This is an optimization exercise on Yosys and OpenROAD, whose aim is small area, not a production implementation. Function was checked by simulation only, so behaviour that the tests miss may differ from the original. Power is estimated from default activity; no workload was simulated.

## v27
==> flow/design.v (excerpt) <==
module reg_file #(
  parameter int XLEN  = riscv_pkg::XLEN,
  parameter int NREGS = riscv_pkg::NUM_REGS,
  parameter int AW    = riscv_pkg::REG_ADDR_W
) (
  input  logic            clk,
  input  logic            reset,
  input  logic [AW-1:0]   A1,
  input  logic [AW-1:0]   A2,
  input  logic [AW-1:0]   A3,
  input  logic [XLEN-1:0] WD3,
  input  logic            WE3,
  output logic [XLEN-1:0] RD1,
  output logic [XLEN-1:0] RD2
);
==> flow/config.mk <==
export PLATFORM = sky130hd
export DESIGN_NAME = reg_file
export DESIGN_NICKNAME = reg_file
export VERILOG_FILES = /design/flow/design.v
export SDC_FILE = /design/flow/constraint.sdc
export NUM_CORES = 4
export LEC_CHECK = 0
export CAP_MARGIN = 16
export CORE_MARGIN = 2
export CORE_UTILIZATION = 40
export CTS_BUF_LIST = sky130_fd_sc_hd__clkbuf_8 sky130_fd_sc_hd__clkbuf_16
export CTS_CLUSTER_DIAMETER = 80
export CTS_CLUSTER_SIZE = 24
export PLACE_DENSITY = 0.7
export SLEW_MARGIN = 16
export SYNTH_HIERARCHICAL = 1
export CTS_ARGS = -sink_clustering_enable -repair_clock_nets -sink_clustering_size 24 -sink_clustering_max_diameter 80 -buf_list {sky130_fd_sc_hd__clkbuf_8 sky130_fd_sc_hd__clkbuf_16} -dont_use_dummy_load
export BUFFER_PORTS_ARGS = -buffer_cell sky130_fd_sc_hd__buf_1
==> flow/constraint.sdc <==
create_clock -name core_clock -period 8.0 [get_ports {clk}]
set_input_delay 1.6000 -clock core_clock [delete_from_list [all_inputs] [get_ports {clk}]]
set_output_delay 1.6000 -clock core_clock [all_outputs]
set_load 0.01 [all_outputs]
standard.sh (not shown) runs the stock make flow with config.mk's settings and CLKGATE_MAP_FILE= SYNTH_SCRIPT=/design/flow/synth_recipe.tcl, a recipe that flattens the netlist after the stock synthesis.
==> flow/flow/run.sh <==
#!/bin/bash
# The standard layout, with two ORFS settings added to its config.mk:
#  - clock tree synthesis without dummy loads (same clustering as config.mk)
#  - port buffers of the small buf_1 cell instead of the default delay buffer
# The full ORFS output goes to standard.log; ORFS's own step logs stay under orfs/logs.
set -euo pipefail
cat >> config.mk <<'EOT'
export CTS_ARGS = -sink_clustering_enable -repair_clock_nets -sink_clustering_size 24 -sink_clustering_max_diameter 80 -buf_list {sky130_fd_sc_hd__clkbuf_8 sky130_fd_sc_hd__clkbuf_16} -dont_use_dummy_load
export BUFFER_PORTS_ARGS = -buffer_cell sky130_fd_sc_hd__buf_1
EOT
bash standard.sh > standard.log 2>&1
v27: PASS, flow complete, no timing, DRC or antenna violations
## Diff of input files: v33 against v27
--- a/flow/config.mk
+++ b/flow/config.mk
@@ -13,3 +13,2 @@
 export CTS_CLUSTER_SIZE = 24
-export PLACE_DENSITY = 0.7
 export SLEW_MARGIN = 16
### Flow results
Taking v27 as the reference point, the slew of the pin with the lowest slew margin of v33 falls by 0.044 ns.
Any difference in logic gate share of total power between v33 and v27 is small enough to ignore.
v33 vs v27 — buffer share of cell area dropped 0.41 points.
On total power, v33 and v27 are neck and neck.
Changes in v54 relative to v33:
--- a/flow/config.mk
+++ b/flow/config.mk
@@ -7,3 +7,3 @@
 export LEC_CHECK = 0
-export CAP_MARGIN = 16
+export CAP_MARGIN = 20
 export CORE_MARGIN = 2
@@ -13,3 +13,3 @@
 export CTS_CLUSTER_SIZE = 24
-export SLEW_MARGIN = 16
+export SLEW_MARGIN = 20
 export SYNTH_HIERARCHICAL = 1
==> run summary <==
On routed via count, v33 and v54 are basically level.
v54 ended with more growth of design area from synthesis to finish than v33.
Between v54 and v33, the clock insertion delay at the later pin of the skew report figures differ only marginally.
[v54] total power density per cell area fell 1.4 nW/um^2 relative to v33
The inputs of v24 differ from those of v54 as listed below.
==> flow/flow/run.sh <==
#!/bin/bash
# The standard layout, with two ORFS settings added to its config.mk:
#  - clock tree synthesis without dummy loads (same clustering as config.mk)
#  - port buffers of the small buf_2 cell instead of the default delay buffer
# The full ORFS output goes to standard.log; ORFS's own step logs stay under orfs/logs.
set -euo pipefail
cat >> config.mk <<'EOT'
export CTS_ARGS = -sink_clustering_enable -repair_clock_nets -sink_clustering_size 24 -sink_clustering_max_diameter 80 -buf_list {sky130_fd_sc_hd__clkbuf_8 sky130_fd_sc_hd__clkbuf_16} -dont_use_dummy_load
export BUFFER_PORTS_ARGS = -buffer_cell sky130_fd_sc_hd__buf_2
EOT
bash standard.sh > standard.log 2>&1
--- a/flow/config.mk
+++ b/flow/config.mk
@@ -16,2 +16,2 @@
 export CTS_ARGS = -sink_clustering_enable -repair_clock_nets -sink_clustering_size 24 -sink_clustering_max_diameter 80 -buf_list {sky130_fd_sc_hd__clkbuf_8 sky130_fd_sc_hd__clkbuf_16} -dont_use_dummy_load
-export BUFFER_PORTS_ARGS = -buffer_cell sky130_fd_sc_hd__buf_1
+export BUFFER_PORTS_ARGS = -buffer_cell sky130_fd_sc_hd__buf_2
Findings:
Critical path endpoint: RD2[4] -> v24, RD1[25] -> v54. v24 vs. v54: share of total power in the clock network held, count of inverters other than clock inverters in the layout held, via count of the first global-routing pass went up about 11%, final-layout non-clock buffer area share went up 0.82 points, detailed-route wire length went up about 5%.
Modified inputs, v25 compared to v24
==> flow/run.sh (new file) <==
#!/bin/bash
# synth_recipe.tcl (not shown) runs the flow's synth.tcl, then flattens the netlist and writes it again
# the make line also repeats each setting of config.mk as NAME=value (left out here)
make -C /OpenROAD-flow-scripts/flow DESIGN_CONFIG=/design/flow/config.mk WORK_HOME=/design/flow/orfs CLKGATE_MAP_FILE= SYNTH_SCRIPT=/design/flow/synth_recipe.tcl finish
==> flow/config.mk <==
export PLATFORM = sky130hd
export DESIGN_NAME = reg_file
export DESIGN_NICKNAME = reg_file
export VERILOG_FILES = /design/flow/design.v
export SDC_FILE = /design/flow/constraint.sdc
export NUM_CORES = 4
export LEC_CHECK = 0
export CAP_MARGIN = 20
export CORE_MARGIN = 2
export CORE_UTILIZATION = 40
export SLEW_MARGIN = 20
export SYNTH_HIERARCHICAL = 1
removed: flow/flow/run.sh
removed: flow/standard.sh
Findings:
The flow did not stop early for v25: all stages ran, and the layout cleared the timing, DRC and antenna checks.
The standard cells in v25 occupy more silicon area than those in v24 do.
v24 → v25: sequential cell area share fell 2.8 points; share of power burned in registers lost 11 points; met2 capacity usage during global routing decreased by 0.20 points relative to the old numbers.
From v24 to v25 the numbers moved as follows: maximum fanout encountered on the critical timing path now sits lower, worst setup slack fell 0.93 ns.
Comparing v25 and v24, layout net count is higher on v25.
Of the two values seen for launch point of the critical path, A2[4] was produced by v25 and A2[3] by v24.
Per the comparison of v25 with v24, part of the total power dissipated in combinational logic -2.2 points; routed length on met2 now larger; HPWL after detailed placement went up 3.2%.

[afterwards: timing with drivers on the ports]
In the flow no input, the clock included, has a driving cell. The finished layouts below were timed again as built, in two steps.
Step 1 sets driving cells, clkbuf_16 on the clock port and buf_2 on the other inputs (assumed; they add their load-dependent delay and slew).
Step 2 times the ports against the registers' clock, not the clock port: input delays grow and output delays shrink by t, the midpoint of the rising clock arrivals with the driver on.
a / b / c = ideal / step 1 / step 2; a / b = the first two.
| run | t (ns) | setup slack, ns | hold WS [ns] | clock arrival spread, ns | worst slew at a driven data input, ns |
|---|---|---|---|---|---|
| v27 | 0.700 | 1.362 / 1.238 / 1.238 | 0.502 / 0.502 / 0.502 | 0.071 / 0.072 | 0.25 |
| v33 | 0.718 | 1.347 / 1.308 / 1.308 | 0.497 / 0.497 / 0.497 | 0.074 / 0.073 | 0.21 |
| v54 | 0.713 | 1.321 / 1.288 / 1.288 | 0.497 / 0.497 / 0.497 | 0.068 / 0.068 | 0.24 |
| v24 | 0.709 | 1.523 / 1.488 / 1.488 | 0.501 / 0.501 / 0.501 | 0.088 / 0.088 | 0.20 |
| v25 | 0.752 | 0.592 / 0.562 / 0.562 | 0.496 / 0.496 / 0.496 | 0.025 / 0.025 | 0.13 |
After both steps every run listed still meets setup and hold. The setup slack of v27, which loses most, moves by -0.124 ns with the drivers and by -0.124 ns with both steps.
